What follows belongs to an exercise in optimizing a design on an open flow for small area and a short achievable clock period; a production flow would make more cautious choices. The RTL was checked by simulation tests, not by an equivalence proof against the original design. No activity file was given, so power comes from the tool's default toggle rates.

Design fft_r2sdf_stage, start of the top module:
module fft_r2sdf_stage #(
  parameter int unsigned N_LOG2 = 8,
  parameter int unsigned STAGE  = 0,
  parameter int unsigned DW     = 16
) (
  input  logic          clk,
  input  logic          rst_n,
  input  logic          din_valid,
  input  logic          din_sop,
  input  logic [DW-1:0] din_re,
  input  logic [DW-1:0] din_im,
  output logic          dout_valid,
  output logic          dout_sop,
  output logic [DW-1:0] dout_re,
  output logic [DW-1:0] dout_im,
  output logic [15:0]   dout_theta
);
Size: roughly 5100 cells after synthesis, roughly 4200 flip-flops, about 86 I/O pins.
Settings: LEC_CHECK=0, ABC_CLOCK_PERIOD_IN_PS=1000, CAP_MARGIN=20, CORE_MARGIN=2, CORE_UTILIZATION=65, CTS_CLUSTER_DIAMETER=80, CTS_CLUSTER_SIZE=30, SETUP_SLACK_MARGIN=3.05, SLEW_MARGIN=20; clock period 5.5 ns.
standard.sh (not shown) runs the stock make flow with config.mk's settings and CLKGATE_MAP_FILE= SYNTH_SCRIPT=/design/flow/synth_recipe.tcl, a recipe that flattens the netlist after the stock synthesis.
==> flow/flow/run.sh <==
#!/bin/bash
# Standard ORFS layout with three changes:
#  - synthesis maps adders as plain logic (no full-adder cells) and runs a delay-oriented
#    ABC script (flow/synth.tcl, flow/abc_speed.script); registers are the standard ones;
#  - the port buffers are plain buffers instead of the delay cells buffer_ports picks.
#  - all pins are placed on the middle of the left edge, so the datapath sits next to them.
set -euo pipefail
here=$(pwd)
export FLOW_ABC_SCRIPT=$here/flow/abc_speed.script
export FLOW_ABC_DONT_USE=$here/flow/abc_dont_use.txt
export BUFFER_PORTS_ARGS="-buffer_cell sky130_fd_sc_hd__buf_4"
export PLACE_PINS_ARGS="-exclude top:* -exclude bottom:* -exclude right:* -exclude left:0-130 -exclude left:330-452"
bash standard.sh SYNTH_SCRIPT=$here/flow/synth.tcl ADDER_MAP_FILE= finish > standard.log 2>&1
==> flow/flow/abc_dont_use.txt <==
sky130_fd_sc_hd__maj3_* sky130_fd_sc_hd__or4* sky130_fd_sc_hd__nor4* sky130_fd_sc_hd__and4* sky130_fd_sc_hd__nand4* sky130_fd_sc_hd__*2111* sky130_fd_sc_hd__*311*
==> flow/flow/abc_speed.script <==
&get -n
&st
&syn2
&if -g -K 6
&synch2
&if -g -K 6
&synch2
&nf {D}
&put
buffer -c
upsize {D}
dnsize {D}
==> flow/flow/synth.tcl <==
# synth_recipe.tcl (the standard synthesis) with one change: ABC's logic mapping runs the
# delay-oriented script flow/abc_speed.script instead of ORFS's, and does not map to the
# slow complex cells listed in flow/abc_dont_use.txt. Registers are untouched.
proc synth {args} { yosys synth -nofsm -noshare {*}$args }
proc abc {args} {
  set i [lsearch -exact $args -script]
  if {$i >= 0} { set args [lreplace $args [expr {$i + 1}] [expr {$i + 1}] $::env(FLOW_ABC_SCRIPT)] }
  set f [open $::env(FLOW_ABC_DONT_USE)]
  foreach c [read $f] { lappend args -dont_use $c }
  close $f
  yosys abc {*}$args
}
source $::env(SCRIPTS_DIR)/synth.tcl
# left out here: clear keep_hierarchy, flatten, clean up, hide names made inside functions, write 1_2_yosys.v
Next try:
--- a/flow/flow/run.sh
+++ b/flow/flow/run.sh
@@ -1,7 +1,7 @@
 #!/bin/bash
-# Standard ORFS layout with three changes:
+# Standard ORFS layout with four changes:
 #  - synthesis maps adders as plain logic (no full-adder cells) and runs a delay-oriented
 #    ABC script (flow/synth.tcl, flow/abc_speed.script); registers are the standard ones;
-#  - the port buffers are plain buffers instead of the delay cells buffer_ports picks.
+#  - the port buffers are plain buffers instead of the delay cells buffer_ports picks;
 #  - all pins are placed on the middle of the left edge, so the datapath sits next to them.
 set -euo pipefail
--- a/flow/config.mk
+++ b/flow/config.mk
@@ -10,5 +10,6 @@
 export CORE_MARGIN = 2
 export CORE_UTILIZATION = 65
-export CTS_CLUSTER_DIAMETER = 80
+export CTS_BUF_LIST = sky130_fd_sc_hd__clkbuf_8 sky130_fd_sc_hd__clkbuf_16
+export CTS_CLUSTER_DIAMETER = 70
 export CTS_CLUSTER_SIZE = 30
 export SETUP_SLACK_MARGIN = 3.05
Outcome: Power came out higher by 2.3%; synthesized cell count is unchanged; cell area climbs by 0.61%; maximum frequency barely changes; setup slack gets worse by 6.7 ps; worst hold slack gets worse by 16 ps; via count stays flat; area after synthesis does not change; die area is unchanged.
Next try:
--- a/flow/flow/run.sh
+++ b/flow/flow/run.sh
@@ -1,7 +1,7 @@
 #!/bin/bash
-# Standard ORFS layout with four changes:
+# Standard ORFS layout with three changes:
 #  - synthesis maps adders as plain logic (no full-adder cells) and runs a delay-oriented
 #    ABC script (flow/synth.tcl, flow/abc_speed.script); registers are the standard ones;
-#  - the port buffers are plain buffers instead of the delay cells buffer_ports picks;
+#  - the port buffers are plain buffers instead of the delay cells buffer_ports picks.
 #  - all pins are placed on the middle of the left edge, so the datapath sits next to them.
 set -euo pipefail
--- a/flow/config.mk
+++ b/flow/config.mk
@@ -10,7 +10,6 @@
 export CORE_MARGIN = 2
 export CORE_UTILIZATION = 65
-export CTS_BUF_LIST = sky130_fd_sc_hd__clkbuf_8 sky130_fd_sc_hd__clkbuf_16
 export CTS_CLUSTER_DIAMETER = 70
 export CTS_CLUSTER_SIZE = 30
-export SETUP_SLACK_MARGIN = 3.05
+export SETUP_SLACK_MARGIN = 3.2
 export SLEW_MARGIN = 20
After rerunning:
- power is about the same
- die area is unchanged
- routed wire length goes up slightly
Next try:
--- a/flow/flow/run.sh
+++ b/flow/flow/run.sh
@@ -1,7 +1,7 @@
 #!/bin/bash
-# Standard ORFS layout with three changes:
+# Standard ORFS layout with four changes:
 #  - synthesis maps adders as plain logic (no full-adder cells) and runs a delay-oriented
 #    ABC script (flow/synth.tcl, flow/abc_speed.script); registers are the standard ones;
-#  - the port buffers are plain buffers instead of the delay cells buffer_ports picks.
+#  - the port buffers are plain buffers instead of the delay cells buffer_ports picks;
 #  - all pins are placed on the middle of the left edge, so the datapath sits next to them.
 set -euo pipefail
--- a/flow/config.mk
+++ b/flow/config.mk
@@ -12,4 +12,4 @@
 export CTS_CLUSTER_DIAMETER = 70
 export CTS_CLUSTER_SIZE = 30
-export SETUP_SLACK_MARGIN = 3.2
+export SETUP_SLACK_MARGIN = 3.05
 export SLEW_MARGIN = 20
After rerunning:
- The new run completed with no timing, DRC or antenna violations
- clock skew rises by 3.2 ps
- cell area drops by 0.67%
- synthesized cell count stays the same
- fmax rose by 1.9%
- count of clock-buffer cells in the layout shrinks by 1
- critical path depth stays the same

==> port drivers added, routing unchanged <==
The results above use ideal ports. As a check the final layouts listed here were re-extracted and re-timed, cells and wires unchanged. Step 1 (the two cells are an assumption about what drives the block):
set clk [get_ports {clk}]
set_driving_cell -lib_cell sky130_fd_sc_hd__clkbuf_16 $clk
set_driving_cell -lib_cell sky130_fd_sc_hd__buf_2 [delete_from_list [all_inputs] $clk]
Step 2 adds t to the input delays and takes it off the output delays; t is the mean of the earliest and latest rising clock arrival at the registers after step 1. Input paths then give back, and output paths get back, about the clock's delay inside the block. Three values: ideal ports, drivers, drivers and shift; two values: the first two.
run | t, ns | setup slack, ns | worst setup path at the end | cell pins on the clock port's net
the first run | 0.857 | 3.093 / 3.030 / 2.332 | input to register | 1
the second run | 0.871 | 3.086 / 3.023 / 2.296 | input to register | 1
the third run | 0.894 | 3.040 / 2.979 / 2.363 | input to register | 1
the fourth run | 0.872 | 3.085 / 3.022 / 2.327 | input to register | 1
After both steps every run listed still meets setup and hold. The setup slack of the second run, which loses most, moves by -0.063 ns with the drivers and by -0.790 ns with both steps.
